This design comes from an exercise in tuning for small area, a short achievable clock period and few clock cycles on the open sky130 flow, not from production work.
Only simulation tests tie the RTL to the original design; equivalence was not proved.
Power is estimated from default activity; no workload was simulated.

==> design/flow/design.v <==
package lfu_pkg;
	localparam int SLOTS      = 16;
	localparam int COUNT_BITS = 16;
	localparam int PAGE_W     = 32;
	localparam int IDX_W      = 4;    
	localparam int NSLOT_W    = 5;    
	typedef struct packed {
		logic             load;         
		logic             track;        
		logic             hit_upd;      
		logic             alloc;        
		logic             flush_take;   
		logic             flush_end;    
		logic [IDX_W-1:0] idx;
	} lfu_cmd_t;
	typedef struct packed {
		logic match;        
		logic dirty_live;   
		logic pend;         
		logic out_free;     
	} lfu_sts_t;
endpackage
module lfu_page_cache_directory (
	input  logic        clk,
	input  logic        arst_n,
	input  logic        cfg_valid,
	output logic        cfg_ready,
	input  logic [4:0]  cfg_active_slots,
	input  logic        req_valid,
	output logic        req_ready,
	input  logic        req_func,
	input  logic [31:0] req_page_number,
	input  logic        req_is_write,
	output logic        res_valid,
	input  logic        res_ready,
	output logic [3:0]  res_slot,
	output logic        res_hit,
	output logic        res_fill_needed,
	output logic        res_writeback_valid,
	output logic [3:0]  res_writeback_slot,
	output logic [31:0] res_writeback_page,
	output logic        res_last
);
	localparam int S = 16;
	logic [S-1:0]  valid_q, dirty_q;
	logic [31:0]   page_q [S];
	logic [15:0]   cnt_q  [S];
	logic [S-1:0]  act_q;        
	logic          r_valid_q, r_func_q, r_wr_q;
	logic [31:0]   r_page_q;
	logic [S-1:0]  r_match_q;    
	logic          a_valid_q, a_func_q, a_wr_q;
	logic [31:0]   a_page_q;
	logic          b_valid_q, b_func_q, b_wr_q;
	logic [31:0]   b_page_q;
	logic          o_valid_q;
	logic [3:0]    o_slot_q, o_wbs_q;
	logic          o_hit_q, o_fill_q, o_wbv_q, o_last_q;
	logic [31:0]   o_wbp_q;
	logic [S-1:0]  cw_q;
	logic          cw_one_q;
	logic [S-1:0]  one_q;        
	logic          sc_run_q, sc_done_q, sc_cv_q, sc_ca_q;
	logic [3:0]    sc_idx_q, sc_vic_q, sc_ci_q;
	logic [15:0]   sc_min_q, sc_cur_q;
	function automatic [S-1:0] lowest(input [S-1:0] v);
		logic [S-1:0] p;
		p = v;
		p = p | (p << 1);
		p = p | (p << 2);
		p = p | (p << 4);
		p = p | (p << 8);
		lowest = v & ~(p << 1);
	endfunction
	function automatic [3:0] enc(input [S-1:0] oh);
		enc = '0;
		for (int i = 0; i < S; i++)
			if (oh[i]) enc = enc | 4'(i);
	endfunction
	function automatic [S-1:0] act_mask(input [4:0] a);
		for (int i = 0; i < S; i++)
			act_mask[i] = (i == 0) || (a > 5'd16) || (5'(i) < a);
	endfunction
	logic [S-1:0]  match, hit_oh, free, free_oh, dl, dl_oh, one, vic_oh, tgt_oh, sel_oh;
	logic          hit, has_free, dl_any, dl_one, vic_ok;
	logic [15:0]   cnt_sel, cnt_inc;
	logic [31:0]   sel_page;
	always_comb begin
		for (int i = 0; i < S; i++) begin
			match[i] = r_match_q[i];
			free[i]  = !valid_q[i] && act_q[i];
			dl[i]    = valid_q[i] && dirty_q[i] && act_q[i];
			one[i]   = act_q[i] && one_q[i];
		end
	end
	assign hit_oh   = lowest(match);
	assign hit      = |match;
	assign free_oh  = lowest(free);
	assign has_free = |free;
	assign dl_oh    = lowest(dl);
	assign dl_any   = |dl;
	assign dl_one   = (dl & ~dl_oh) == '0;
	logic          sc_need, sc_take;
	logic [S-1:0]  ptr_oh, scv_oh;
	assign sc_need = r_valid_q && !r_func_q && !hit && !has_free && !(|one) && !sc_done_q;
	always_comb begin
		for (int i = 0; i < S; i++) begin
			ptr_oh[i] = sc_run_q && (sc_idx_q == 4'(i));
			scv_oh[i] = (sc_vic_q == 4'(i));
		end
	end
	assign sc_take = sc_cv_q && sc_ca_q && ((sc_ci_q == 4'd0) || sc_cur_q < sc_min_q);
	assign vic_oh = (|one) ? lowest(one) : scv_oh;
	assign vic_ok = (|one) || sc_done_q;
	assign tgt_oh = has_free ? free_oh : vic_oh;
	logic out_free, go, do_acc, do_fl, r_done, evict, alloc, take, r_load, a_load;
	assign out_free  = !o_valid_q || res_ready;
	assign go        = r_valid_q && out_free && (r_func_q || hit || has_free || vic_ok);
	assign do_acc    = go && !r_func_q;
	assign do_fl     = go && r_func_q;
	assign alloc     = do_acc && !hit;
	assign evict     = !hit && !has_free;
	assign r_done    = do_acc || (do_fl && (!dl_any || dl_one));
	assign req_ready = !b_valid_q;
	assign take      = req_valid && !b_valid_q;
	assign r_load    = (!r_valid_q || r_done) && a_valid_q;
	assign a_load    = r_load || !a_valid_q;
	assign cfg_ready = 1'b1;
	logic          n_func, n_wr;
	logic [31:0]   n_page;
	assign n_func = a_func_q;
	assign n_wr   = a_wr_q;
	assign n_page = a_page_q;
	assign sel_oh = r_func_q ? dl_oh : evict ? vic_oh : '0;
	always_comb begin
		cnt_sel  = '0;
		sel_page = '0;
		for (int i = 0; i < S; i++) begin
			cnt_sel  = cnt_sel  | (cnt_q[i]  & {16{cw_q[i] | ptr_oh[i]}});
			sel_page = sel_page | (page_q[i] & {32{sel_oh[i]}});
		end
	end
	assign cnt_inc = cw_one_q ? 16'd1 : (cnt_sel == 16'hFFFF) ? cnt_sel : cnt_sel + 16'd1;
	always_ff @(posedge clk or negedge arst_n) begin
		if (!arst_n) begin
			valid_q   <= '0;
			dirty_q   <= '0;
			act_q     <= '1;
			r_valid_q <= 1'b0;
			a_valid_q <= 1'b0;
			b_valid_q <= 1'b0;
			o_valid_q <= 1'b0;
			sc_run_q  <= 1'b0;
			sc_done_q <= 1'b0;
			sc_cv_q   <= 1'b0;
			sc_idx_q  <= '0;
			cw_q      <= '0;
			one_q     <= '0;
		end else begin
			if (cfg_valid) act_q <= act_mask(cfg_active_slots);
			if (r_load)      r_valid_q <= 1'b1;
			else if (r_done) r_valid_q <= 1'b0;
			if (a_load) a_valid_q <= b_valid_q || take;
			b_valid_q <= !a_load && (b_valid_q || take);
			if (go)             o_valid_q <= 1'b1;
			else if (res_ready) o_valid_q <= 1'b0;
			cw_q <= !do_acc ? '0 : hit ? hit_oh : tgt_oh;
			if (do_acc) one_q <= hit ? (one_q & ~hit_oh) : (one_q | tgt_oh);
			if (sc_run_q && sc_idx_q == 4'd15) sc_run_q <= 1'b0;
			else if (sc_need && !sc_cv_q)      sc_run_q <= 1'b1;
			if (go)                                sc_done_q <= 1'b0;
			else if (sc_cv_q && sc_ci_q == 4'd15)  sc_done_q <= 1'b1;
			if (sc_run_q) sc_idx_q <= sc_idx_q + 4'd1;
			sc_cv_q <= sc_run_q;
			if (do_acc) begin
				if (hit) begin
					if (r_wr_q) dirty_q <= dirty_q | hit_oh;
				end else begin
					valid_q <= valid_q | tgt_oh;
					dirty_q <= r_wr_q ? (dirty_q | tgt_oh) : (dirty_q & ~tgt_oh);
				end
			end
			if (do_fl) begin
				valid_q <= valid_q & ~dl_oh;
				dirty_q <= dirty_q & ~dl_oh;
			end
		end
	end
	always_ff @(posedge clk) begin
		cw_one_q <= !hit;
		sc_cur_q <= cnt_sel;
		sc_ci_q  <= sc_idx_q;
		sc_ca_q  <= act_q[sc_idx_q];
		if (sc_take) begin
			sc_min_q <= sc_cur_q;
			sc_vic_q <= sc_ci_q;
		end
		if (take) begin
			b_func_q <= req_func;
			b_wr_q   <= req_is_write;
			b_page_q <= req_page_number;
		end
		if (a_load) begin
			a_func_q <= b_valid_q ? b_func_q : req_func;
			a_wr_q   <= b_valid_q ? b_wr_q   : req_is_write;
			a_page_q <= b_valid_q ? b_page_q : req_page_number;
		end
		if (r_load) begin
			r_func_q <= n_func;
			r_wr_q   <= n_wr;
			r_page_q <= n_page;
			for (int i = 0; i < S; i++)
				r_match_q[i] <= act_q[i] && ((alloc && tgt_oh[i]) ? (r_page_q == n_page) :
					(valid_q[i] && !(do_fl && dl_oh[i]) && (page_q[i] == n_page)));
		end
		for (int i = 0; i < S; i++) begin
			if (alloc && tgt_oh[i])
				page_q[i] <= r_page_q;
			if (cw_q[i])
				cnt_q[i] <= cnt_inc;
		end
		if (go) begin
			o_slot_q <= r_func_q ? enc(dl_oh) : hit ? enc(hit_oh) : enc(tgt_oh);
			o_hit_q  <= !r_func_q && hit;
			o_fill_q <= !r_func_q && !hit && !r_wr_q;
			o_wbv_q  <= r_func_q ? dl_any : evict;
			o_wbs_q  <= enc(sel_oh);
			o_wbp_q  <= sel_page;
			o_last_q <= !r_func_q || !dl_any || dl_one;
		end
	end
	assign res_valid           = o_valid_q;
	assign res_slot            = o_slot_q;
	assign res_hit             = o_hit_q;
	assign res_fill_needed     = o_fill_q;
	assign res_writeback_valid = o_wbv_q;
	assign res_writeback_slot  = o_wbs_q;
	assign res_writeback_page  = o_wbp_q;
	assign res_last            = o_last_q;
endmodule
==> design/flow/run.sh <==
#!/bin/bash
# synth_recipe.tcl (not shown) runs the flow's synth.tcl, then flattens the netlist and writes it again
# the make line also repeats each setting of config.mk as NAME=value (left out here)
make -C /OpenROAD-flow-scripts/flow DESIGN_CONFIG=/design/flow/config.mk WORK_HOME=/design/flow/orfs CLKGATE_MAP_FILE= SYNTH_SCRIPT=/design/flow/synth_recipe.tcl finish
==> design/flow/config.mk <==
export PLATFORM = sky130hd
export DESIGN_NAME = lfu_page_cache_directory
export DESIGN_NICKNAME = lfu_page_cache_directory
export VERILOG_FILES = /design/flow/design.v
export SDC_FILE = /design/flow/constraint.sdc
export NUM_CORES = 4
export LEC_CHECK = 0
export CAP_MARGIN = 20
export CORE_MARGIN = 2
export CORE_UTILIZATION = 55
export CTS_BUF_LIST = sky130_fd_sc_hd__clkbuf_4 sky130_fd_sc_hd__clkbuf_8
export PLACE_DENSITY = 0.65
export SETUP_SLACK_MARGIN = 4.5
export SLEW_MARGIN = 20
==> design/flow/constraint.sdc <==
create_clock -name core_clock -period 8.0 [get_ports {clk}]
set_input_delay 1.6000 -clock core_clock [delete_from_list [all_inputs] [get_ports {clk}]]
set_output_delay 1.6000 -clock core_clock [all_outputs]
set_load 0.01 [all_outputs]
==> results of run 1 <==
## per-stage QoR
step                hold slack [ns]  power [uW]  setup WS, ns  std cells
global placement              0.405       10700          2.92       4931
CTS                           0.426       16000          4.46       5405
detailed placement            0.412       10800          2.85       4931
floorplan                     0.342        8960          3.50       3775
## worst max path at each step
stage                                         end  cells past startpoint
after floorplan                a_func_q$_DFFE_PP_                      7
after global placement     r_match_q[3]$_DFFE_PP_                      8
after detailed placement   cnt_q[12][9]$_DFFE_PP_                     11
after CTS                 cnt_q[12][10]$_DFFE_PP_                     13
## synthesized netlist by cell type, types with 21 or more instances
| library cell | n | area (sq um) |
|---|---|---|
| sky130_fd_sc_hd__nor2b_1 | 30 | 188 |
| sky130_fd_sc_hd__xnor2_1 | 150 | 1310 |
| sky130_fd_sc_hd__a22o_1 | 47 | 412 |
| sky130_fd_sc_hd__a21o_1 | 27 | 203 |
| sky130_fd_sc_hd__mux2_2 | 39 | 439 |
| sky130_fd_sc_hd__buf_2 | 33 | 165 |
| sky130_fd_sc_hd__nand4_1 | 203 | 1270 |
| sky130_fd_sc_hd__xor2_1 | 394 | 3450 |
| sky130_fd_sc_hd__nand2b_1 | 21 | 131 |
| sky130_fd_sc_hd__edfxtp_1 | 950 | 28500 |
| sky130_fd_sc_hd__inv_1 | 62 | 233 |
| sky130_fd_sc_hd__and3_1 | 41 | 257 |
| sky130_fd_sc_hd__o21ai_0 | 271 | 1360 |
| sky130_fd_sc_hd__nor3_1 | 39 | 195 |
| sky130_fd_sc_hd__a221oi_1 | 42 | 368 |
| sky130_fd_sc_hd__nand3_1 | 80 | 400 |
| sky130_fd_sc_hd__a21oi_1 | 60 | 300 |
| sky130_fd_sc_hd__a22oi_1 | 140 | 1050 |
| sky130_fd_sc_hd__nor4_1 | 146 | 913 |
| sky130_fd_sc_hd__clkbuf_1 | 179 | 672 |
| sky130_fd_sc_hd__dfrtp_1 | 75 | 1880 |
| sky130_fd_sc_hd__nor2_1 | 70 | 263 |
| sky130_fd_sc_hd__nand2_1 | 256 | 961 |
| sky130_fd_sc_hd__dfxtp_1 | 22 | 440 |
| sky130_fd_sc_hd__and4_1 | 21 | 184 |
| sky130_fd_sc_hd__a222oi_1 | 81 | 811 |
## cell families after synthesis
family                     count (synthesis)  share of synthesized area [%]
and+or+nand+nor                          984                           11.0
buffers and inverters                    290                           2.35
muxes                                     51                           1.24
xor gates and xnor gates                 544                           9.68
DFF                                     1062                           63.5
AOI/OAI and AO/OA                        820                           11.7
adders and majority gates                 23                          0.569
other                                      1                        0.00762
## metal layers
metal | GRT overflow | track usage [%]
met1 | 0 | 67.8
met2 | 1 | 79.3
met3 | 0 | 50.5
met4 | 1 | 58.7
met5 | 0 | 28.0
## power by group through the flow
| stage | clock, uW | combinational [uW] | sequential [uW] |
|---|---|---|---|
| CTS | 4810 | 3760 | 7400 |
| floorplan | 0 | 1600 | 7370 |
| global placement | 0 | 3230 | 7490 |
| detailed placement | 0 | 3260 | 7510 |
## repair_timing
action	in CTS
setup endpoints to repair	1033
setup buffers	150
resized for setup	274
gates cloned	12
pin swaps	63
==> metrics.md, run 1 <==
| Metric | Value |
|---|---|
| Dpl hpwl | ~150,000 um |
| Number of sinks driven by the clock tree | 1,062 |
| Number of clock buffers inserted by TritonCTS | 172 |
| Avg Inst Size Synth | 13.0 sq um |
| Stage at which the run stopped | global routing (5_1_grt) |
| Main synth FF type | sky130_fd_sc_hd__edfxtp_1 |
| Width of the die | between 300 and 400 um |
| Gate Count Post-Synth | 3,775 |
| Count of boundary I/O pins | 91 |
| Global placer's final weighted congestion | 1.10 |
| Number of hold buffers added after cts | 0 |
| Post-Syn Nets | 3,839 |
| Number of flops mapped to enable cells by yosys | 950 |
| Sequential fraction of the synthesis area | 63.5% |
| Distinct cell type count of the synthesized netlist | 87 |
| Tool error | [ERROR GRT-0232] Routing congestion too high. Check the congestion heatmap in the GUI. |
| Post-synth ARST share | 8.47% |
| Number of buffers between clock root and the deepest sink | 3 |
| Global router's overall resource usage | 64.9% |
| Number of rows created at floorplan | 109 |
| Result of the run | aborted with a tool error |
| Max H-tree Level | 4 |
| Root buffer cell | sky130_fd_sc_hd__clkbuf_8 |
| Dpl cell area | around 52,000 sq um |
| Effective utilization at floorplan | 55.6% |
| Pin count of the biggest net entering global routing | 50 |
| Total of buffers placed on input and output ports | 89 |
| Yosys warning count | 3 |
| Summed instance area of the synthesized netlist | 49,200 sq um |
| DIE HEIGHT | 303 um |
| Overflow left after global routing | 2 |
| Register bit count reported by yosys | 1,062 |
Testbench counts, summed over its fixed seeds: cycles 4,402.
==> inputs of run 2 (changes only) <==
--- a/design/flow/config.mk
+++ b/design/flow/config.mk
@@ -8,7 +8,6 @@
 export CAP_MARGIN = 20
 export CORE_MARGIN = 2
-export CORE_UTILIZATION = 55
+export CORE_UTILIZATION = 40
 export CTS_BUF_LIST = sky130_fd_sc_hd__clkbuf_4 sky130_fd_sc_hd__clkbuf_8
-export PLACE_DENSITY = 0.65
 export SETUP_SLACK_MARGIN = 4.5
 export SLEW_MARGIN = 20
==> run 2 against run 1 <==
Now clean on timing, DRC and antenna. Synthesized cell count unchanged. Area after synthesis unchanged.
==> metrics.md, run 2 <==
| Metric | Value |
|---|---|
| Finished layout cell area | between 60,000 and 70,000 sq um |
| Post-Layout Cell Count | 5,958 |
| Cell internal pwr | 11,000 uW |
| Max Clk Rate | 274 MHz |
| Count of boundary I/O pins | 91 |
| Proportion of layout cells with a drive suffix above 1 | between 20% and 30% |
| Clock latency of the later-clocked register in the worst-skew pair | 0.98 ns |
| Power density cells | 279 nW/um^2 |
| Sequential fraction of design power | a little over two fifths |
| Area of all sequential standard cells | 31,300 sq um |
| Total of buffers placed on input and output ports | ~90 |
| Post-synth ARST share | ~8.5% |
| Number of endpoints with negative hold slack in the final report | 0 |
| Pin count of the biggest net entering global routing | 49 |
| Number of rows created at floorplan | 128 |
| Setup Total Neg Slack | 0 ns |
| Type of element launching the critical path | register |
| Average wire per standard cell | roughly 40 um |
| Largest area contributor in the synthesized netlist | sky130_fd_sc_hd__edfxtp_1 |
| Fraction of post-synthesis cell area in the top cell type by area | between 50% and 60% |
| Initial antenna violation count | 21 |
| Result of the run | finished clean |
| Flip-flop count of the largest register, all copies and words added | 512 |
| Main synth FF type | sky130_fd_sc_hd__edfxtp_1 |
| Max H-tree Level | 4 |
| Distinct cell type count of the synthesized netlist | 87 |
| Pins over their slew limit | 0 |
| Minimum setup slack in the final design | between 4 and 5 ns |
| Via count | 40,600 |
| Number of design rule violations left after detail routing | 0 |
| Number of hold buffers added after cts | 0 |
| Effective utilization at floorplan | 40.4% |
| Share of power burned in the clock network | 31.7% |
| Global router's overall resource usage | about 37% |
| Max-capacitance violation count | 0 |
| Worst slew margin relative to its limit | 12.7% |
| Worst Path Max Fanout | 17 |
| Gate Count Post-Synth | 3,775 |
| Maximum clock skew at final layout | 0.0560 ns |
| Cell total after placement | ~5,400 |
| Registers with the most flip-flops | page_q: 512 flops, cnt_q: 256 flops |
| Vias in the first global route | 37,000 |
| Root buffer cell | sky130_fd_sc_hd__clkbuf_8 |
| Multi-input combinational cell area | ~19,000 sq um |
| Nets@finish | 4,235 |
| Area growth from synthesis to layout | 22.5% |
| Cell types occupying the most area after synthesis | sky130_fd_sc_hd__edfxtp_1 58%, sky130_fd_sc_hd__xor2_1 7.0%, sky130_fd_sc_hd__dfrtp_1 3.8%, sky130_fd_sc_hd__o21ai_0 2.8%, sky130_fd_sc_hd__xnor2_1 2.7% |
| Number of filler instances in the final layout | 10,600 |
| DIE HEIGHT | 355 um |
| Per-cell via count in the routed design | 6.82 |
| Dpl cell area | between 50,000 and 60,000 sq um |
| Final cycle utilization of the critical path | 45.7% |
| WS Path Type | register to register |
| Area of the core region | ~120,000 sq um |
| Clock-pin transition on the worst setup and hold timing paths | 0.06 ns |
| Post-Route Hold Slack | about 0.44 ns |
| Highest-count cells in the layout ignoring fill and taps | 950 x sky130_fd_sc_hd__edfxtp_1, 393 x sky130_fd_sc_hd__xor2_1, 252 x sky130_fd_sc_hd__nand2_1 |
| Relative contribution of combinational cells to total power | 24.7% |
| Ranking of synthesized cells by instance count | 950 x sky130_fd_sc_hd__edfxtp_1, 394 x sky130_fd_sc_hd__xor2_1, 271 x sky130_fd_sc_hd__o21ai_0 |
| Final worst path period need | 3.65 ns |
| Static leakage power | about 0.021 uW |
| Width of the die | 355 um |
| Largest Register | page_q |
| Overflow left after global routing | 0 |
| Sw Share | 34.5% |
| Antenna viol nets, final | 0 |
| Number of sinks driven by the clock tree | 1,062 |
| Number of clock buffers inserted by TritonCTS | about 180 |
| Most common cell in the netlist | sky130_fd_sc_hd__edfxtp_1 |
| Net switching component of the power | 5800 uW |
| Setup violation total in the final timing report | 0 |
| Peak supply drop | 0.000207 V |
| Crit path DAT | roughly 4.5 ns |
| Worst-Margin Slew | approximately 1.3 ns |
| Register bit count reported by yosys | between 1,000 and 1,500 |
| Number of buffers between clock root and the deepest sink | 3 |
| Number of flops mapped to enable cells by yosys | 950 |
| Die Outline Area | 126,000 sq um |
| Most common cell after layout, fill and taps aside | sky130_fd_sc_hd__edfxtp_1 |
| 1st-iter DRT viols | 8,100 |
| Dpl hpwl | 156,000 um |
| Summed instance area of the synthesized netlist | about 49,000 sq um |
| Pre-CTS worst setup slack | 2.80 ns |
| Avg Inst Size Synth | between 10 and 15 sq um |
| First-pass GRT wire length | about 320,000 um |
| Total wire length after detailed routing | 238,000 um |
| Crit path capture type | register |
| Data required time of the critical path | roughly 8.8 ns |
| Iteration count of the initial detailed-routing pass | 10 |
| Yosys warning count | 3 |
| Post-Syn Nets | 3,839 |
| Sequential fraction of the synthesis area | 63.5% |
| RSZ-0062 raised after global routing | yes |
| Global placer's final weighted congestion | 1.06 |
| Tightest Hold Check Type | register to register |
| Clock tree from TritonCTS | yes |
## run 2: cell counts after synthesis
No cell type changed its count.
## run 2: kinds of logic (layout without fill, tap and decap cells)
family / after synthesis / in the layout / share of synthesized area [%]
DFF: 1062 / 1062 / 63.5
and+or+nand+nor: 984 / 991 / 11.0
buffers and inverters: 290 / 824 / 2.35
xor gates and xnor gates: 544 / 544 / 9.68
muxes: 51 / 54 / 1.24
other: 1 / 14 / 0.00762
AOI/OAI and AO/OA: 820 / 821 / 11.7
adders and majority gates: 23 / 23 / 0.569
## run 2: per-stage QoR
step | utilization, % | power (uW)
global route | 49.4 | 17100
global placement | 43.3 | 10900
floorplan | - | 8960
detailed placement | 43.3 | 10800
CTS | 48.3 | 16400
finish | 49.5 | 16800
## run 2: path summary, 6_finish.rpt
check | startpoint | end | slack [ns] | cells after the start
max | r_page_q[27]$_DFFE_PP_ | r_match_q[6]$_DFFE_PP_ | 4.35 | 7
min | sc_cur_q[7]$_DFF_P_ | sc_min_q[7]$_DFFE_PP_ | 0.44 | 0
max reg2reg | r_page_q[27]$_DFFE_PP_ | r_match_q[6]$_DFFE_PP_ | 4.35 | 7
min reg2reg | sc_cur_q[7]$_DFF_P_ | sc_min_q[7]$_DFFE_PP_ | 0.44 | 0
max in group asynchronous | arst_n | valid_q[0]$_DFFE_PN0P_ | 6.14 | 2
min in group asynchronous | arst_n | b_valid_q$_DFF_PN0_ | 0.63 | 1
## run 2: per-layer routing
layer  share of wire, %  track usage [%]  vias to the layer above  routed length (um)
li1                   -                -                    15600                   -
met3                 14             12.3                      894               33000
met5              0.066            0.415                        -                 157
met2                 41             51.8                     3817               98200
met1                 37             47.5                    20200               87200
met4                8.2             24.3                       16               19600
## run 2: power by group through the flow
stage	Sequential [uW]	Combinational [uW]	Clock, uW
3_5_place_dp	7420	3430	0
6_report	7330	4150	5320
4_1_cts	7310	3780	5350
2_1_floorplan	7370	1600	0
5_1_grt	7360	4160	5590
3_3_place_gp	7410	3450	0
## run 2: timing repair
action / in CTS / in global routing
setup endpoints to repair: 1043 / 615
gates cloned: 11 / 9
buffers inserted: 100 / 76
gates resized for setup: 272 / 141
pin swaps: 42 / 52
## run 2: worst max-delay path, stage by stage, from the launching register on
cell and delay [ns]:
sky130_fd_sc_hd__edfxtp_1 0.91, sky130_fd_sc_hd__xor2_1 0.18, sky130_fd_sc_hd__nor4_1 0.61, sky130_fd_sc_hd__nand4_1 0.63, sky130_fd_sc_hd__nor2_1 0.51, sky130_fd_sc_hd__buf_4 0.29, sky130_fd_sc_hd__mux2i_1 0.17, sky130_fd_sc_hd__nor2b_1 0.20
## run 2: layout make-up
| cell class | instances | share of cell area (%) |
|---|---|---|
| clock buffer | 242 | 5.03 |
| multi-input combinational | 2434 | 30.8 |
| sequential | 1062 | 51.8 |
| antenna | 13 | 0.0540 |
| tap | 1625 | 3.37 |
| inverter | 66 | 0.496 |
| timing repair inverter | 1 | 0.0125 |
| clock inverter | 91 | 1.38 |
| timing repair buffer | 424 | 7.03 |
==> inputs of run 3 (changes only) <==
--- a/design/flow/design.v
+++ b/design/flow/design.v
@@ -60,8 +60,9 @@
 	logic [S-1:0]  cw_q;
 	logic          cw_one_q;
+	logic [15:0]   csel_q;       
 	logic [S-1:0]  one_q;        
 	logic          sc_run_q, sc_done_q, sc_cv_q, sc_ca_q;
 	logic [3:0]    sc_idx_q, sc_vic_q, sc_ci_q;
-	logic [15:0]   sc_min_q, sc_cur_q;
+	logic [15:0]   sc_min_q;
 	function automatic [S-1:0] lowest(input [S-1:0] v);
 		logic [S-1:0] p;
@@ -110,5 +111,5 @@
 		end
 	end
-	assign sc_take = sc_cv_q && sc_ca_q && ((sc_ci_q == 4'd0) || sc_cur_q < sc_min_q);
+	assign sc_take = sc_cv_q && sc_ca_q && ((sc_ci_q == 4'd0) || csel_q < sc_min_q);
 	assign vic_oh = (|one) ? lowest(one) : scv_oh;
 	assign vic_ok = (|one) || sc_done_q;
@@ -137,9 +138,9 @@
 		sel_page = '0;
 		for (int i = 0; i < S; i++) begin
-			cnt_sel  = cnt_sel  | (cnt_q[i]  & {16{cw_q[i] | ptr_oh[i]}});
+			cnt_sel  = cnt_sel  | (cnt_q[i]  & {16{hit_oh[i] | ptr_oh[i]}});
 			sel_page = sel_page | (page_q[i] & {32{sel_oh[i]}});
 		end
 	end
-	assign cnt_inc = cw_one_q ? 16'd1 : (cnt_sel == 16'hFFFF) ? cnt_sel : cnt_sel + 16'd1;
+	assign cnt_inc = cw_one_q ? 16'd1 : (csel_q == 16'hFFFF) ? csel_q : csel_q + 16'd1;
 	always_ff @(posedge clk or negedge arst_n) begin
 		if (!arst_n) begin
@@ -189,9 +190,9 @@
 	always_ff @(posedge clk) begin
 		cw_one_q <= !hit;
-		sc_cur_q <= cnt_sel;
+		csel_q   <= (|(cw_q & hit_oh)) ? cnt_inc : cnt_sel;
 		sc_ci_q  <= sc_idx_q;
 		sc_ca_q  <= act_q[sc_idx_q];
 		if (sc_take) begin
-			sc_min_q <= sc_cur_q;
+			sc_min_q <= csel_q;
 			sc_vic_q <= sc_ci_q;
 		end
--- a/design/flow/config.mk
+++ b/design/flow/config.mk
@@ -9,5 +9,4 @@
 export CORE_MARGIN = 2
 export CORE_UTILIZATION = 40
-export CTS_BUF_LIST = sky130_fd_sc_hd__clkbuf_4 sky130_fd_sc_hd__clkbuf_8
 export SETUP_SLACK_MARGIN = 4.5
 export SLEW_MARGIN = 20
==> run 3 against run 2 <==
Still clean on timing, DRC and antenna. Cell count is 7.9% lower. Power down 0.95%. Critical path type unchanged. Wire length shrank 7.7%. Area after synthesis is 2.4% lower.
==> metrics.md, run 3 <==
| Metric | Value |
|---|---|
| Result of the run | finished clean |
| Largest Register | page_q |
| Overflow left after global routing | 0 |
| Distinct cell type count of the synthesized netlist | 85 |
| Area growth from synthesis to layout | 18.4% |
| Delay of the slowest cell on the worst path | 1.11 ns |
| Worst-Margin Slew | 1.37 ns |
| CP max stage cell | sky130_fd_sc_hd__nor4_1 |
| Maximum clock skew at final layout | roughly 0.047 ns |
| Setup violation total in the final timing report | 0 |
| Width of the die | 350 um |
| Dominant delay contributor by cell family on the critical path | simple AND/OR/NAND/NOR gates |
| Number of design rule violations left after detail routing | 0 |
| Yosys warning count | 3 |
| Post-synth ARST share | 8.47% |
| Initial antenna violation count | 12 |
| Proportion of layout cells with a drive suffix above 1 | 16.7% |
| Total wire length after detailed routing | roughly 220,000 um |
| Crit path DAT | 4.27 ns |
| Number of endpoints with negative hold slack in the final report | 0 |
| Setup Total Neg Slack | 0 ns |
| Dpl hpwl | around 150,000 um |
| Post-Syn Nets | 3,569 |
| Data required time of the critical path | 8.57 ns |
| Clock-pin transition on the worst setup and hold timing paths | approximately 0.060 ns |
| Fraction of post-synthesis cell area in the top cell type by area | 59.4% |
| WP buf/inv | 1 |
| Max H-tree Level | 3 |
| Area of the core region | between 100,000 and 150,000 sq um |
| Sequential fraction of the synthesis area | between 60% and 70% |
| Via count | between 30,000 and 40,000 |
| WS Path Type | register to register |
| Cell types occupying the most area after synthesis | sky130_fd_sc_hd__edfxtp_1 59%, sky130_fd_sc_hd__xor2_1 8.9%, sky130_fd_sc_hd__dfrtp_1 3.9%, sky130_fd_sc_hd__a22oi_1 2.4%, sky130_fd_sc_hd__a222oi_1 2.1% |
| Final cycle utilization of the critical path | a little under half |
| Multi-input combinational cell area | 16,600 sq um |
| Pins over their slew limit | 0 |
| First-pass GRT wire length | 290,000 um |
| Worst slew margin relative to its limit | 7.73% |
| Main synth FF type | sky130_fd_sc_hd__edfxtp_1 |
| Flip-flop count of the largest register, all copies and words added | 512 |
| Max Clk Rate | 271 MHz |
| Register bit count reported by yosys | between 1,000 and 1,500 |
| Number of hold buffers added after cts | 0 |
| Highest-count cells in the layout ignoring fill and taps | 950 x sky130_fd_sc_hd__edfxtp_1, 490 x sky130_fd_sc_hd__xor2_1, 209 x sky130_fd_sc_hd__buf_4 |
| Effective utilization at floorplan | 40.2% |
| Antenna viol nets, final | 0 |
| Clock latency of the later-clocked register in the worst-skew pair | 0.75 ns |
| Total of buffers placed on input and output ports | 89 |
| Average wire per standard cell | 40.1 um |
| Final worst path period need | 3.69 ns |
| Die Outline Area | approximately 120,000 sq um |
| Most common cell after layout, fill and taps aside | sky130_fd_sc_hd__edfxtp_1 |
| Number of flops mapped to enable cells by yosys | 950 |
| Clock tree from TritonCTS | yes |
| Crit path capture type | register |
| Number of rows created at floorplan | 127 |
| Type of element launching the critical path | register |
| Summed instance area of the synthesized netlist | around 48,000 sq um |
| 1st-iter DRT viols | 6,824 |
| Pin count of the biggest net entering global routing | 69 |
| Global placer's final weighted congestion | ~1.0 |
| Count of boundary I/O pins | 91 |
| Area of all sequential standard cells | 31,200 sq um |
| Iteration count of the initial detailed-routing pass | 11 |
| Number of buffers between clock root and the deepest sink | 3 |
| Root buffer cell | sky130_fd_sc_hd__clkbuf_16 |
| Number of filler instances in the final layout | 10,700 |
| Most common cell in the netlist | sky130_fd_sc_hd__edfxtp_1 |
| Number of clock buffers inserted by TritonCTS | 114 |
| RSZ-0062 raised after global routing | yes |
| Power density cells | roughly 300 nW/um^2 |
| Max-capacitance violation count | 0 |
| Gate Count Post-Synth | 3,505 |
| Static leakage power | approximately 0.020 uW |
| Per-cell via count in the routed design | 6.56 |
| Global router's overall resource usage | a little over a third |
| DIE HEIGHT | 350 um |
| Peak supply drop | 0.000195 V |
| Nets@finish | ~3,800 |
| Vias in the first global route | 33,600 |
| Largest area contributor in the synthesized netlist | sky130_fd_sc_hd__edfxtp_1 |
| Ranking of synthesized cells by instance count | 950 x sky130_fd_sc_hd__edfxtp_1, 490 x sky130_fd_sc_hd__xor2_1, 193 x sky130_fd_sc_hd__nand2_1 |
| Avg Inst Size Synth | between 10 and 15 sq um |
| Number of sinks driven by the clock tree | 1,062 |
| Post-Route Hold Slack | around 0.42 ns |
| Worst Path Max Fanout | 18 |
| Registers with the most flip-flops | page_q: 512 flops, cnt_q: 256 flops |
| Tightest Hold Check Type | register to register |
| Cell chain of the critical path | buf_4, xor2_1, nor4_1, nand4_1, or4_1, a21boi_1 |
[run 3: changes by cell type after synthesis, sizes merged, moves of 18 or more]
cell,delta
nand3,+33
o21ai,-157
nand2,-62
xnor2,-87
nand4,-102
clkbuf,-25
a222oi,+18
inv,-22
and3,+21
xor2,+96
[run 3: report_power, final]
group	switching, uW	leakage [uW]	internal, uW	total (uW)
combinational	2800	0.00784	1060	3860
clock	2310	0.00179	3060	5370
sequential	434	0.0101	6990	7420
total	5540	0.0197	11100	16600
[run 3: stage by stage]
step | instance area [sq um] | setup slack (ns) | util [%] | total power [uW] | instances
2_1_floorplan | 48100 | 4.43 | - | 9080 | 3505
5_1_grt | 56800 | 4.38 | 47.5 | 17000 | 5481
3_5_place_dp | 51500 | 2.87 | 43.1 | 11100 | 5159
4_1_cts | 56100 | 4.45 | 47.0 | 16500 | 5434
6_report | 56800 | 4.31 | 47.6 | 16600 | 5488
3_3_place_gp | 51400 | 2.93 | 43.1 | 11100 | 5158
[run 3: cell families after synthesis]
kind of cell	after synthesis	synth area share, %
buf+inv	236	1.97
other cells	1	0.00781
mux	62	1.53
xor+xnor	553	10.1
simple gates	900	10.2
fa+ha+maj	23	0.584
flops	1062	65.1
compound gates	668	10.6
[run 3: cell type report]
class / count / area share [%]
diodes: 7 / 0.0308
clock buffers: 138 / 5.29
clock inverters: 75 / 1.25
inverters: 43 / 0.297
multi-input cells: 2215 / 29.3
flip-flops and latches: 1062 / 55.0
well taps: 1612 / 3.55
repair buffers: 335 / 5.33
repair inverters: 1 / 0.0132
[run 3: repair_timing]
action	4_1_cts	5_1_grt
endpoints found under the setup margin	769	330
resized for setup	99	60
gates cloned	6	5
pin swaps	20	18
setup buffers	56	41
[run 3: routing by layer]
metal | part of all wire (%) | GRT usage [%]
met1 | 35 | 42.8
met2 | 44 | 53.5
met3 | 12 | 9.05
met4 | 9.3 | 24.5
met5 | 0.061 | 0
[run 3: worst reg2reg max path, cell delays in order, from the launching register on]
cell                       delay (ns)
sky130_fd_sc_hd__edfxtp_1        0.32
sky130_fd_sc_hd__buf_4           0.33
sky130_fd_sc_hd__xor2_1          0.26
sky130_fd_sc_hd__nor4_1          1.11
sky130_fd_sc_hd__nand4_1         0.70
sky130_fd_sc_hd__or4_1           0.63
sky130_fd_sc_hd__a21boi_1        0.18
[run 3: worst paths after layout]
kind | from | depth (start not counted) | slack, ns | end
setup / recovery | a_page_q[4]$_DFFE_PP_ | 6 | 4.31 | r_match_q[3]$_DFFE_PP_
hold / removal | a_func_q$_DFFE_PP_ | 0 | 0.42 | r_func_q$_DFFE_PP_
setup reg to reg | a_page_q[4]$_DFFE_PP_ | 6 | 4.31 | r_match_q[3]$_DFFE_PP_
hold reg to reg | a_func_q$_DFFE_PP_ | 0 | 0.42 | r_func_q$_DFFE_PP_
max in group asynchronous | arst_n | 2 | 5.79 | sc_idx_q[1]$_DFFE_PN0P_
min in group asynchronous | arst_n | 1 | 0.77 | o_valid_q$_DFFE_PN0P_
Testbench counts of run 3, summed over its fixed seeds: cycles 4,402.
==> inputs of run 4 (changes only) <==
--- a/design/flow/config.mk
+++ b/design/flow/config.mk
@@ -9,4 +9,4 @@
 export CORE_MARGIN = 2
 export CORE_UTILIZATION = 40
-export SETUP_SLACK_MARGIN = 4.5
+export SETUP_SLACK_MARGIN = 5.0
 export SLEW_MARGIN = 20
==> run 4 against run 3 <==
Largest power group unchanged. Critical endpoint is now r_match_q[12]$_DFFE_PP_. Sequential share of layout area fell by 5.9 points. Hold slack got worse by 0.018 ns. Maximum frequency fell by 3.1%. Clock power rose by 2%. Combinational power rose by 17%.
==> metrics.md, run 4 <==
| Metric | Value |
|---|---|
| Gate Count Post-Synth | 3,505 |
| Register bit count reported by yosys | 1,062 |
| Worst reg2reg startpoint | a_page_q[16]$_DFFE_PP_ |
| Clock latency of the later-clocked register in the worst-skew pair | 0.77 ns |
| Avg Inst Size Synth | 13.7 sq um |
| Total wire length after detailed routing | 252,000 um |
| Type of element launching the critical path | register |
| Dpl hpwl | 149,000 um |
| Average wire per standard cell | 42.7 um |
| Max H-tree Level | 3 |
| Setup violation total in the final timing report | 0 |
| Per-cell via count in the routed design | 6.78 |
| Flip-flop count of the largest register, all copies and words added | 512 |
| End-of-flow core utilization | 53.3% |
| Pins over their slew limit | 0 |
| Most common cell in the netlist | sky130_fd_sc_hd__edfxtp_1 |
| Number of endpoints with negative hold slack in the final report | 0 |
| Total of buffers placed on input and output ports | between 80 and 90 |
| Origin of the worst min-delay path | a_wr_q$_DFFE_PP_ |
| Area of the core region | between 100,000 and 150,000 sq um |
| First-pass GRT wire length | 315,000 um |
| Peak supply drop | 0.000206 V |
| WS Path Type | register to register |
| Area growth from synthesis to layout | 32.5% |
| Number of hold buffers added after cts | 0 |
| Via count | between 40,000 and 50,000 |
| Final cycle utilization of the critical path | a little under half |
| RSZ-0062 raised after global routing | yes |
| Worst-Margin Slew | 1.30 ns |
| Highest-count cells in the layout ignoring fill and taps | 950 x sky130_fd_sc_hd__edfxtp_1, 478 x sky130_fd_sc_hd__xor2_1, 382 x sky130_fd_sc_hd__buf_4 |
| Antenna viol nets, final | 0 |
| Distinct cell type count of the synthesized netlist | 85 |
| Worst slew margin relative to its limit | 12.2% |
| Largest area contributor in the synthesized netlist | sky130_fd_sc_hd__edfxtp_1 |
| Number of buffers between clock root and the deepest sink | 3 |
| Nets@finish | 4,233 |
| Number of rows created at floorplan | roughly 130 |
| PnR Total Power | 17,400 uW |
| Summed instance area of the synthesized netlist | roughly 48,000 sq um |
| Crit path capture type | register |
| Overflow left after global routing | 0 |
| Effective utilization at floorplan | 40.2% |
| Main synth FF type | sky130_fd_sc_hd__edfxtp_1 |
| Most common cell after layout, fill and taps aside | sky130_fd_sc_hd__edfxtp_1 |
| Result of the run | finished clean |
| Cell types occupying the most area after synthesis | sky130_fd_sc_hd__edfxtp_1 59%, sky130_fd_sc_hd__xor2_1 8.9%, sky130_fd_sc_hd__dfrtp_1 3.9%, sky130_fd_sc_hd__a22oi_1 2.4%, sky130_fd_sc_hd__a222oi_1 2.1% |
| Setup Total Neg Slack | 0 ns |
| Crit path DAT | 4.41 ns |
| Static leakage power | 0.0229 uW |
| Proportion of layout cells with a drive suffix above 1 | 30.0% |
| Number of clock buffers inserted by TritonCTS | about 110 |
| Number of design rule violations left after detail routing | 0 |
| Post-Layout Cell Count | 5,896 |
| Power density cells | 274 nW/um^2 |
| Fraction of post-synthesis cell area in the top cell type by area | 59.4% |
| Worst Setup SP | a_page_q[16]$_DFFE_PP_ |
| Sequential fraction of the synthesis area | 65.1% |
| Registers with the most flip-flops | page_q: 512 flops, cnt_q: 256 flops |
| Iteration count of the initial detailed-routing pass | 10 |
| Root buffer cell | sky130_fd_sc_hd__clkbuf_16 |
| Cell total after placement | 5,151 |
| Clock-pin transition on the worst setup and hold timing paths | ~0.070 ns |
| Pre-CTS worst setup slack | between 2 and 3 ns |
| Width of the die | between 300 and 400 um |
| Die Outline Area | 123,000 sq um |
| Data required time of the critical path | 8.59 ns |
| Minimum setup slack in the final design | 4.19 ns |
| Count of boundary I/O pins | 91 |
| Pin count of the biggest net entering global routing | 67 |
| Tightest Hold Check Type | register to register |
| Max Clk Rate | 262 MHz |
| 1st-iter DRT viols | 7,777 |
| Global router's overall resource usage | a little under two fifths |
| Maximum clock skew at final layout | roughly 0.055 ns |
| DIE HEIGHT | 350 um |
| Vias in the first global route | 35,900 |
| Post-synth ARST share | 8.47% |
| Number of flops mapped to enable cells by yosys | between 900 and 1,000 |
| Largest Register | page_q |
| Worst Path Max Fanout | 18 |
| Post-Syn Nets | 3,569 |
| Number of sinks driven by the clock tree | 1,062 |
| Final worst path period need | about 3.8 ns |
| Initial antenna violation count | 26 |
| Ranking of synthesized cells by instance count | 950 x sky130_fd_sc_hd__edfxtp_1, 490 x sky130_fd_sc_hd__xor2_1, 193 x sky130_fd_sc_hd__nand2_1 |
| Max-capacitance violation count | 0 |
| Clock tree from TritonCTS | yes |
| Global placer's final weighted congestion | between 1 and 1.5 |
| Yosys warning count | 3 |
run 4: changes by cell type in the layout (fill, tap and decap cells not counted), moves of 15 or more:
cell                              change
sky130_fd_sc_hd__clkdlybuf4s15_1     +17
sky130_fd_sc_hd__nor4_1              -23
sky130_fd_sc_hd__a221oi_2            +24
sky130_fd_sc_hd__clkdlybuf4s50_1     -44
sky130_fd_sc_hd__buf_6               +69
sky130_fd_sc_hd__buf_4              +173
sky130_fd_sc_hd__buf_12              +94
sky130_fd_sc_hd__clkbuf_16           +19
sky130_fd_sc_hd__buf_2               +20
sky130_fd_sc_hd__a221oi_1            -24
sky130_fd_sc_hd__o21ai_0             -15
sky130_fd_sc_hd__buf_16              +23
run 4: cells by family (layout without fill, tap and decap cells):
group / count (synthesis) / after routing / synth area share [%]
flip-flops: 1062 / 1062 / 65.1
AND/OR/NAND/NOR: 900 / 918 / 10.2
AO/OA/AOI/OAI: 668 / 670 / 10.6
XOR/XNOR: 553 / 553 / 10.1
buffers and inverters: 236 / 976 / 1.97
multiplexers: 62 / 62 / 1.53
adder cells (fa/ha/maj): 23 / 23 / 0.584
other: 1 / 20 / 0.00781
run 4: worst paths after layout:
path	depth (start not counted)	slack, ns	endpoint
max	6	4.19	r_match_q[12]$_DFFE_PP_
min	0	0.40	r_wr_q$_DFFE_PP_
max reg2reg	6	4.19	r_match_q[12]$_DFFE_PP_
min reg2reg	0	0.40	r_wr_q$_DFFE_PP_
max in group asynchronous	2	5.77	cw_q[0]$_DFF_PN0_
min in group asynchronous	1	0.78	o_valid_q$_DFFE_PN0P_
run 4: routing by layer:
metal | GRT usage (%) | part of all wire [%] | vias up
met4 | 29.8 | 11 | 26
met3 | 15.7 | 15 | 1250
met5 | 0.903 | 0.21 | -
li1 | - | - | 15200
met1 | 44.4 | 33 | 19800
met2 | 55.8 | 41 | 3787
run 4: critical path, stage by stage, from the launching register on:
cell and delay, ns:
sky130_fd_sc_hd__edfxtp_1 0.32, sky130_fd_sc_hd__buf_4 0.36, sky130_fd_sc_hd__xor2_1 0.23, sky130_fd_sc_hd__nor4_2 0.91
sky130_fd_sc_hd__nand4_1 0.81, sky130_fd_sc_hd__or4_4 0.75, sky130_fd_sc_hd__a21boi_2 0.18
run 4: stage by stage:
stage | instance area, sq um | hold slack [ns]
2_1_floorplan | 48300 | 0.345
3_3_place_gp | 51600 | 0.405
3_5_place_dp | 51600 | 0.406
4_1_cts | 59500 | 0.420
5_1_grt | 63600 | 0.420
6_report | 63600 | 0.405
run 4: final cells by class:
class,count,area [sq um]
multi-input combinational,2227,18200
timing repair buffer,719,8140
clock buffer,135,2950
inverter,43,184
timing repair inverter,2,15.0
antenna,19,47.5
sequential,1062,31300
clock inverter,77,810
tap,1612,2020
fill,10100,55800
run 4: power by group:
part           switching (uW)  internal, uW
Clock                    2360          3110
Combinational            3160          1350
Sequential                470          6990
run 4: timing repair:
| item | CTS | global route |
|---|---|---|
| pin swaps | 81 | 145 |
| gates cloned | 34 | 39 |
| setup endpoints to repair | 975 | 761 |
| gates resized for setup | 472 | 329 |
| buffers inserted | 239 | 201 |
==> inputs of run 5 (changes only) <==
--- a/design/flow/design.v
+++ b/design/flow/design.v
@@ -46,5 +46,6 @@
 	logic [31:0]   page_q [S];
 	logic [15:0]   cnt_q  [S];
-	logic [S-1:0]  act_q;        
+	logic [S-1:0]  off_q;        
+	logic [S-1:0]  act_q;
 	logic          r_valid_q, r_func_q, r_wr_q;
 	logic [31:0]   r_page_q;
@@ -79,8 +80,9 @@
 			if (oh[i]) enc = enc | 4'(i);
 	endfunction
-	function automatic [S-1:0] act_mask(input [4:0] a);
+	function automatic [S-1:0] off_mask(input [4:0] a);
 		for (int i = 0; i < S; i++)
-			act_mask[i] = (i == 0) || (a > 5'd16) || (5'(i) < a);
+			off_mask[i] = !((i == 0) || (a > 5'd16) || (5'(i) < a));
 	endfunction
+	assign act_q = ~off_q;
 	logic [S-1:0]  match, hit_oh, free, free_oh, dl, dl_oh, one, vic_oh, tgt_oh, sel_oh;
 	logic          hit, has_free, dl_any, dl_one, vic_ok;
@@ -147,5 +149,5 @@
 			valid_q   <= '0;
 			dirty_q   <= '0;
-			act_q     <= '1;
+			off_q     <= '0;
 			r_valid_q <= 1'b0;
 			a_valid_q <= 1'b0;
@@ -159,5 +161,5 @@
 			one_q     <= '0;
 		end else begin
-			if (cfg_valid) act_q <= act_mask(cfg_active_slots);
+			if (cfg_valid) off_q <= off_mask(cfg_active_slots);
 			if (r_load)      r_valid_q <= 1'b1;
 			else if (r_done) r_valid_q <= 1'b0;
--- a/design/flow/config.mk
+++ b/design/flow/config.mk
@@ -9,4 +9,4 @@
 export CORE_MARGIN = 2
 export CORE_UTILIZATION = 40
-export SETUP_SLACK_MARGIN = 5.0
+export SETUP_SLACK_MARGIN = 4.5
 export SLEW_MARGIN = 20
==> run 5 against run 4 <==
Still clean. Sequential power is 7.6% higher. Die area is 1.6% lower. Non-clock buffer count is 468 lower. Sequential share of layout area is 7.5 points higher. Synthesized cell count is 4.1% lower. Flip-flop and latch count stayed put. Global-route usage is 9.9 points lower. Count of clock-buffer cells in the layout is 9 higher. Highest routed layer is now met4.
==> metrics.md, run 5 <==
| Metric | Value |
|---|---|
| Result of the run | finished clean |
| Worst Path Max Fanout | 14 |
| Iteration count of the initial detailed-routing pass | 9 |
| Pins over their slew limit | 0 |
| Tightest Hold Check Type | register to register |
| Number of sinks driven by the clock tree | 1,062 |
| Worst-Margin Slew | 1.25 ns |
| Cell total after placement | 4,907 |
| Number of design rule violations left after detail routing | 0 |
| Relative contribution of combinational cells to total power | 27.5% |
| Peak supply drop | 0.000209 V |
| Post-synth ARST share | 8.47% |
| Number of diodes | 0 |
| Fraction of post-synthesis cell area in the top cell type by area | 60.4% |
| Largest Register | page_q |
| Sw Share | 35.7% |
| Crit path capture type | register |
| Main synth FF type | sky130_fd_sc_hd__edfxtp_1 |
| Worst Setup SP | res_ready |
| Reg2Reg Depth | 13 |
| Cell types occupying the most area after synthesis | sky130_fd_sc_hd__edfxtp_1 60%, sky130_fd_sc_hd__xor2_1 9.0%, sky130_fd_sc_hd__dfrtp_1 4.8%, sky130_fd_sc_hd__a22oi_1 3.4%, sky130_fd_sc_hd__nor4_1 1.8% |
| Gate Count Post-Synth | 3,362 |
| Post-Layout Cell Count | 5,194 |
| Number of endpoints with negative hold slack in the final report | 0 |
| Clock tree from TritonCTS | yes |
| Setup violation total in the final timing report | 0 |
| Area growth from synthesis to layout | 16.7% |
| Root buffer cell | sky130_fd_sc_hd__clkbuf_16 |
| DIE HEIGHT | between 300 and 400 um |
| Critical R2R Capture | o_wbp_q[21]$_DFFE_PP_ |
| Pin count of the biggest net entering global routing | 48 |
| Die Outline Area | roughly 120,000 sq um |
| Worst reg2reg startpoint | r_match_q[8]$_DFFE_PP_ |
| Total wire length after detailed routing | 174,000 um |
| Number of clock buffers inserted by TritonCTS | 112 |
| Summed instance area of the synthesized netlist | between 40,000 and 50,000 sq um |
| Maximum clock skew at final layout | 0.0754 ns |
| Post-Syn Nets | 3,426 |
| Sequential fraction of design power | 44.1% |
| Final cycle utilization of the critical path | 43.6% |
| Avg Inst Size Synth | ~14 sq um |
| Count of boundary I/O pins | 91 |
| Share of power burned in the clock network | ~28% |
| Global placer's final weighted congestion | 0.953 |
| Proportion of layout cells with a drive suffix above 1 | 14.2% |
| Number of flops mapped to enable cells by yosys | 950 |
| Max Clk Rate | 287 MHz |
| 1st-iter DRT viols | roughly 5,200 |
| Worst slew margin relative to its limit | 15.8% |
| Highest-count cells in the layout ignoring fill and taps | 950 x sky130_fd_sc_hd__edfxtp_1, 487 x sky130_fd_sc_hd__xor2_1, 217 x sky130_fd_sc_hd__a22oi_1 |
| Clock latency of the later-clocked register in the worst-skew pair | around 0.75 ns |
| Distinct cell type count of the synthesized netlist | between 90 and 100 |
| Number of hold buffers added after cts | 0 |
| Initial antenna violation count | 1 |
| Most common cell after layout, fill and taps aside | sky130_fd_sc_hd__edfxtp_1 |
| First-pass GRT wire length | about 240,000 um |
| Vias in the first global route | approximately 31,000 |
| Overflow left after global routing | 0 |
| Total of buffers placed on input and output ports | 89 |
| Effective utilization at floorplan | 40.2% |
| Register bit count reported by yosys | 1,062 |
| Average wire per standard cell | roughly 34 um |
| Power density cells | 330 nW/um^2 |
| Number of buffers between clock root and the deepest sink | 3 |
| Max H-tree Level | 3 |
| Ranking of synthesized cells by instance count | 950 x sky130_fd_sc_hd__edfxtp_1, 487 x sky130_fd_sc_hd__xor2_1, 217 x sky130_fd_sc_hd__a22oi_1 |
| End-of-flow core utilization | 46.9% |
| Number of rows created at floorplan | 126 |
| Final worst path period need | 3.49 ns |
| Static leakage power | ~0.019 uW |
| Post-Route Hold Slack | 0.423 ns |
| Data required time of the critical path | between 8 and 9 ns |
| Cell internal pwr | 11,700 uW |
| Pre-CTS worst setup slack | between 2 and 3 ns |
| WS Path Type | input pin to register |
| Dpl hpwl | 118,000 um |
| Flip-flop count of the largest register, all copies and words added | just over 500 |
| Max-capacitance violation count | 0 |
| Yosys warning count | 3 |
| Crit path DAT | about 4.1 ns |
| Width of the die | 348 um |
| Largest area contributor in the synthesized netlist | sky130_fd_sc_hd__edfxtp_1 |
| Most common cell in the netlist | sky130_fd_sc_hd__edfxtp_1 |
| Register-to-Register Setup Slack | 4.51 ns |
| Type of element launching the critical path | input pin |
| Sequential fraction of the synthesis area | 66.1% |
| Antenna viol nets, final | 0 |
| Area of the core region | 118,000 sq um |
| Registers with the most flip-flops | page_q: 512 flops, cnt_q: 256 flops |
| Global router's overall resource usage | 28.2% |
| Minimum setup slack in the final design | 4.51 ns |
| Nets@finish | 3,625 |
| Net switching component of the power | roughly 6500 uW |
| Per-cell via count in the routed design | 6.27 |
| Setup Total Neg Slack | 0 ns |
| Clock-pin transition on the worst setup and hold timing paths | 0.06 ns |
| RSZ-0062 raised after global routing | yes |
| Via count | between 30,000 and 40,000 |
## run 5: changes by cell type in the layout (fill, tap and decap cells not counted), moves of 38 or more
cell | previous run | this run
sky130_fd_sc_hd__clkdlybuf4s50_1 | 41 | 86
sky130_fd_sc_hd__a222oi_1 | 99 | 61
sky130_fd_sc_hd__a22oi_1 | 138 | 217
sky130_fd_sc_hd__nand3_1 | 92 | 46
sky130_fd_sc_hd__buf_12 | 108 | 17
sky130_fd_sc_hd__buf_6 | 82 | 11
sky130_fd_sc_hd__buf_4 | 382 | 127
## run 5: kinds of logic (layout without fill, tap and decap cells)
kind of cell               count (synthesis)  in the layout  share of synthesized area, %
xor gates and xnor gates                 555            555                          10.3
muxes                                     57             57                          1.42
AOI/OAI and AO/OA                        646            646                          10.4
other                                      1              1                       0.00794
adders and majority gates                 20             20                         0.530
DFF                                     1062           1062                          66.1
buffers and inverters                    237            532                          2.12
and+or+nand+nor                          784            785                          9.21
## run 5: worst min-delay path by stage
stage                                 start                 end  cells past startpoint
floorplan           sc_idx_q[2]$_DFFE_PN0P_  sc_ci_q[2]$_DFF_P_                      0
global placement           a_wr_q$_DFFE_PP_    r_wr_q$_DFFE_PP_                      0
detailed placement         a_wr_q$_DFFE_PP_    r_wr_q$_DFFE_PP_                      0
CTS                        a_wr_q$_DFFE_PP_    r_wr_q$_DFFE_PP_                      0
global route               a_wr_q$_DFFE_PP_    r_wr_q$_DFFE_PP_                      0
finish                     a_wr_q$_DFFE_PP_    r_wr_q$_DFFE_PP_                      0
## run 5: timing repair
item,4_1_cts,5_1_grt
resized for setup,99,65
pin swaps,10,6
gates cloned,12,1
endpoints found under the setup margin,820,482
setup buffers,48,13
## run 5: layout make-up
type                            instances  area (sq um)
Tap cell                             1536          1920
Sequential cell                      1062         31200
Fill cell                           10400         62400
Inverter                               59           293
Clock buffer                          144          2950
Timing Repair Buffer                  251          2430
Timing Repair inverter                 11          82.6
Multi-Input combinational cell       2064         15600
Clock inverter                         67           666
## run 5: metal layers
metal,wire length [um],share of wire (%),global-route usage (%)
met4,8690,5.0,12.2
met2,78500,45,43.7
met5,0,0,0
met3,18400,11,5.83
met1,68600,39,38.5
## run 5: power by group through the flow
stage | Sequential [uW] | Combinational, uW | Clock (uW)
2_1_floorplan | 7930 | 2500 | 0
3_3_place_gp | 8140 | 4750 | 0
3_5_place_dp | 8140 | 4750 | 0
4_1_cts | 8030 | 4870 | 5210
5_1_grt | 8070 | 5220 | 5440
6_report | 8030 | 5010 | 5170
## run 5: through the flow
stage / total power [uW] / instance area (sq um)
after global placement: 12900 / 50200
after CTS: 18100 / 54800
after floorplan: 10400 / 47400
after global routing: 18700 / 55200
final: 18200 / 55200
after detailed placement: 12900 / 50300
## run 5: worst max-delay path, stage by stage
cell                              delay, ns
sky130_fd_sc_hd__clkdlybuf4s50_1       0.46
sky130_fd_sc_hd__nand2b_4              0.19
sky130_fd_sc_hd__nand2_1               0.20
sky130_fd_sc_hd__nor2_1                0.06
sky130_fd_sc_hd__buf_4                 0.23
sky130_fd_sc_hd__nor2_1                0.78
sky130_fd_sc_hd__o21ai_0               0.27
sky130_fd_sc_hd__o21ai_0               0.16
sky130_fd_sc_hd__a22o_1                0.16
Testbench counts of run 5, summed over its fixed seeds: cycles 4,402.
==> inputs of run 6 (changes only) <==
--- a/design/flow/config.mk
+++ b/design/flow/config.mk
@@ -9,4 +9,6 @@
 export CORE_MARGIN = 2
 export CORE_UTILIZATION = 40
+export CTS_CLUSTER_DIAMETER = 100
+export CTS_CLUSTER_SIZE = 20
 export SETUP_SLACK_MARGIN = 4.5
 export SLEW_MARGIN = 20
==> run 6 against run 5 <==
Wire length is 0.25% higher. Maximum frequency shrank 1.3%. Hold slack gained 0.0062 ns. Cell area shrank 3.1%. Register-to-register slack worse by 0.05 ns. Global-route usage decreased by 0.33 points. Count of clock-buffer cells in the layout shrank 48.
==> metrics.md, run 6 <==
| Metric | Value |
|---|---|
| Count of boundary I/O pins | 91 |
| Avg Inst Size Synth | 14.1 sq um |
| Number of rows created at floorplan | 126 |
| Nets@finish | 3,579 |
| Root buffer cell | sky130_fd_sc_hd__clkbuf_16 |
| Area of the core region | 118,000 sq um |
| Distinct cell type count of the synthesized netlist | 92 |
| RSZ-0062 raised after global routing | yes |
| Maximum clock skew at final layout | approximately 0.053 ns |
| Global router's overall resource usage | 27.9% |
| Max Clk Rate | approximately 280 MHz |
| Post-synth ARST share | under 10% |
| Highest-count cells in the layout ignoring fill and taps | 950 x sky130_fd_sc_hd__edfxtp_1, 487 x sky130_fd_sc_hd__xor2_1, 217 x sky130_fd_sc_hd__a22oi_1 |
| Cell internal pwr | 10,300 uW |
| Setup violation total in the final timing report | 0 |
| Sw Share | 37.3% |
| Relative contribution of combinational cells to total power | 30.7% |
| Number of endpoints with negative hold slack in the final report | 0 |
| Number of buffers between clock root and the deepest sink | 3 |
| Static leakage power | roughly 0.018 uW |
| Proportion of layout cells with a drive suffix above 1 | 11.9% |
| Largest area contributor in the synthesized netlist | sky130_fd_sc_hd__edfxtp_1 |
| Multi-input combinational cell area | 15,600 sq um |
| End-of-flow core utilization | 45.5% |
| Final worst path period need | approximately 3.5 ns |
| Average wire per standard cell | around 34 um |
| Overflow left after global routing | 0 |
| Register bit count reported by yosys | between 1,000 and 1,500 |
| Total of buffers placed on input and output ports | 89 |
| DIE HEIGHT | 348 um |
| Main synth FF type | sky130_fd_sc_hd__edfxtp_1 |
| Vias in the first global route | 30,600 |
| Clock-pin transition on the worst setup and hold timing paths | 0.10 ns |
| Max H-tree Level | 2 |
| Share of power burned in the clock network | approximately a fifth |
| Pins over their slew limit | 0 |
| Number of filler instances in the final layout | about 11,000 |
| Initial antenna violation count | 7 |
| Pin count of the biggest net entering global routing | 48 |
| Effective utilization at floorplan | about two fifths |
| Area of all sequential standard cells | roughly 31,000 sq um |
| Result of the run | finished clean |
| Crit path DAT | 4.12 ns |
| Power density cells | 306 nW/um^2 |
| Crit path capture type | register |
| Data required time of the critical path | 8.58 ns |
| Clock latency of the later-clocked register in the worst-skew pair | 0.72 ns |
| Yosys warning count | 3 |
| Most common cell in the netlist | sky130_fd_sc_hd__edfxtp_1 |
| Setup Total Neg Slack | 0 ns |
| Net switching component of the power | between 6000 and 7000 uW |
| Most common cell after layout, fill and taps aside | sky130_fd_sc_hd__edfxtp_1 |
| Ranking of synthesized cells by instance count | 950 x sky130_fd_sc_hd__edfxtp_1, 487 x sky130_fd_sc_hd__xor2_1, 217 x sky130_fd_sc_hd__a22oi_1 |
| Registers with the most flip-flops | page_q: 512 flops, cnt_q: 256 flops |
| Number of flops mapped to enable cells by yosys | 950 |
| Tightest Hold Check Type | register to register |
| Peak supply drop | between 0.0002 and 0.00025 V |
| Flip-flop count of the largest register, all copies and words added | 512 |
| Per-cell via count in the routed design | 6.35 |
| Iteration count of the initial detailed-routing pass | 7 |
| Post-Syn Nets | 3,426 |
| Via count | approximately 32,000 |
| 1st-iter DRT viols | 5,468 |
| Die Outline Area | 121,000 sq um |
| Gate Count Post-Synth | between 3,000 and 4,000 |
| Sequential fraction of the synthesis area | 66.1% |
| WS Path Type | register to register |
| Worst Path Max Fanout | 34 |
| Fraction of post-synthesis cell area in the top cell type by area | roughly three fifths |
| Total wire length after detailed routing | 175,000 um |
| Worst slew margin relative to its limit | 19.5% |
| Max-capacitance violation count | 0 |
| Number of sinks driven by the clock tree | 1,062 |
| Final cycle utilization of the critical path | approximately 44% |
| Clock tree from TritonCTS | yes |
| Cell types occupying the most area after synthesis | sky130_fd_sc_hd__edfxtp_1 60%, sky130_fd_sc_hd__xor2_1 9.0%, sky130_fd_sc_hd__dfrtp_1 4.8%, sky130_fd_sc_hd__a22oi_1 3.4%, sky130_fd_sc_hd__nor4_1 1.8% |
| Type of element launching the critical path | register |
| Dpl hpwl | 118,000 um |
| Worst-Margin Slew | 1.20 ns |
| Largest Register | page_q |
| Sequential fraction of design power | 49.1% |
| First-pass GRT wire length | 240,000 um |
| Width of the die | 348 um |
| Number of design rule violations left after detail routing | 0 |
| Area growth from synthesis to layout | 13.1% |
| Antenna viol nets, final | 0 |
| Number of clock buffers inserted by TritonCTS | 60 |
| Global placer's final weighted congestion | 0.953 |
| Summed instance area of the synthesized netlist | 47,300 sq um |
## run 6: cell counts after synthesis
Identical to the previous run, type by type.
## run 6: power groups by stage
stage	clock network (uW)	registers, uW	logic (uW)
after floorplan	0	7930	2500
after global routing	3520	8060	5230
final	3320	8020	5020
after CTS	3340	8010	4850
after global placement	0	8140	4750
after detailed placement	0	8140	4750
## run 6: kinds of logic (layout without fill, tap and decap cells)
| logic type | count (synthesis) | after routing | synth area share (%) |
|---|---|---|---|
| muxes | 57 | 57 | 1.42 |
| AOI/OAI and AO/OA | 646 | 647 | 10.4 |
| adders and majority gates | 20 | 20 | 0.530 |
| buffers and inverters | 237 | 427 | 2.12 |
| and+or+nand+nor | 784 | 786 | 9.21 |
| DFF | 1062 | 1062 | 66.1 |
| other | 1 | 2 | 0.00794 |
| xor gates and xnor gates | 555 | 555 | 10.3 |
## run 6: through the flow
step | cells | setup slack (ns) | hold slack [ns] | power [uW] | cell area (sq um)
detailed placement | 4907 | 2.83 | 0.410 | 12900 | 50300
global route | 5091 | 4.41 | 0.447 | 16800 | 53500
CTS | 5071 | 4.34 | 0.431 | 16200 | 52900
global placement | 4905 | 2.88 | 0.407 | 12900 | 50200
floorplan | 3362 | 4.18 | 0.345 | 10400 | 47400
finish | 5092 | 4.47 | 0.430 | 16400 | 53500
## run 6: final cells by class
type,instances,share of cell area (%)
Timing Repair Buffer,255,4.84
Clock buffer,96,3.10
Antenna cell,1,0.00468
Inverter,59,0.527
Sequential cell,1062,58.4
Multi-Input combinational cell,2066,29.2
Clock inverter,6,0.157
Timing Repair inverter,11,0.154
Tap cell,1536,3.60
## run 6: final timing paths
| check | from | end | slack [ns] | cells past startpoint |
|---|---|---|---|---|
| max | r_match_q[4]$_DFFE_PP_ | o_wbp_q[18]$_DFFE_PP_ | 4.47 | 11 |
| min in group asynchronous | arst_n | off_q[11]$_DFFE_PN0P_ | 0.92 | 1 |
| min reg2reg | a_wr_q$_DFFE_PP_ | r_wr_q$_DFFE_PP_ | 0.43 | 0 |
| min | a_wr_q$_DFFE_PP_ | r_wr_q$_DFFE_PP_ | 0.43 | 0 |
| max in group asynchronous | arst_n | async pin | 5.97 | 2 |
| max reg2reg | r_match_q[4]$_DFFE_PP_ | o_wbp_q[18]$_DFFE_PP_ | 4.47 | 11 |
## run 6: worst max-delay path, cell delays in order (launching register included)
cell and delay, ns:
sky130_fd_sc_hd__edfxtp_1 0.43, sky130_fd_sc_hd__or4_1 0.60, sky130_fd_sc_hd__nor3b_4 0.36, sky130_fd_sc_hd__buf_4 0.21, sky130_fd_sc_hd__nand2_2 0.21, sky130_fd_sc_hd__inv_4 0.23, sky130_fd_sc_hd__nand3_2 0.19, sky130_fd_sc_hd__o22ai_4 0.27
sky130_fd_sc_hd__buf_12 0.25, sky130_fd_sc_hd__a222oi_1 0.12, sky130_fd_sc_hd__and4_1 0.32, sky130_fd_sc_hd__nand4_1 0.15
## run 6: repair_timing
action,CTS,global route
hold buffers,0,0
endpoints found under the hold margin,0,0
pin swaps,6,5
setup endpoints to repair,815,555
setup buffers,50,12
resized for setup,87,75
cloned,12,6
## run 6: per-layer routing
| layer | up-vias | track usage, % | wire length (um) |
|---|---|---|---|
| met5 | - | 0 | 70 |
| met4 | 10 | 12.0 | 9150 |
| met3 | 391 | 4.92 | 18500 |
| met2 | 2156 | 43.5 | 78400 |
| met1 | 16400 | 38.3 | 68500 |
| li1 | 13400 | - | - |

## what the ideal ports hide
Ports are ideal in the flow. The routed layouts listed here were re-timed in OpenROAD. Step 1 (the two cells are an assumption about what drives the block):
set clk [get_ports {clk}]
set_driving_cell -lib_cell sky130_fd_sc_hd__clkbuf_16 $clk
set_driving_cell -lib_cell sky130_fd_sc_hd__buf_2 [delete_from_list [all_inputs] $clk]
Step 2, shift: input delay + t, output delay - t, t = (earliest + latest rising clock arrival at the registers) / 2. This alone moves slack from input paths to output paths. Three values: no drivers, after step 1, after step 2; two values: the first two.
run	shift t [ns]	setup slack, ns	worst hold slack (ns)	slew at the worst register clock pin (ns)	worst slew at a driven data input, ns
run 2	1.025	4.346 / 4.346 / 3.681	0.436 / 0.436 / 0.436	0.07 / 0.07	0.05
run 3	0.803	4.306 / 4.306 / 3.820	0.423 / 0.423 / 0.423	0.07 / 0.07	0.05
run 4	0.821	4.189 / 4.189 / 4.128	0.405 / 0.405 / 0.405	0.07 / 0.07	0.11
run 5	0.781	4.513 / 4.506 / 3.776	0.423 / 0.423 / 0.423	0.07 / 0.07	0.05
run 6	0.775	4.467 / 4.467 / 3.767	0.430 / 0.430 / 0.430	0.10 / 0.10	0.06
After both steps setup and hold are still met in every run listed. The setup slack of run 5, which loses most, moves by -0.007 ns with the drivers and by -0.737 ns with both steps.
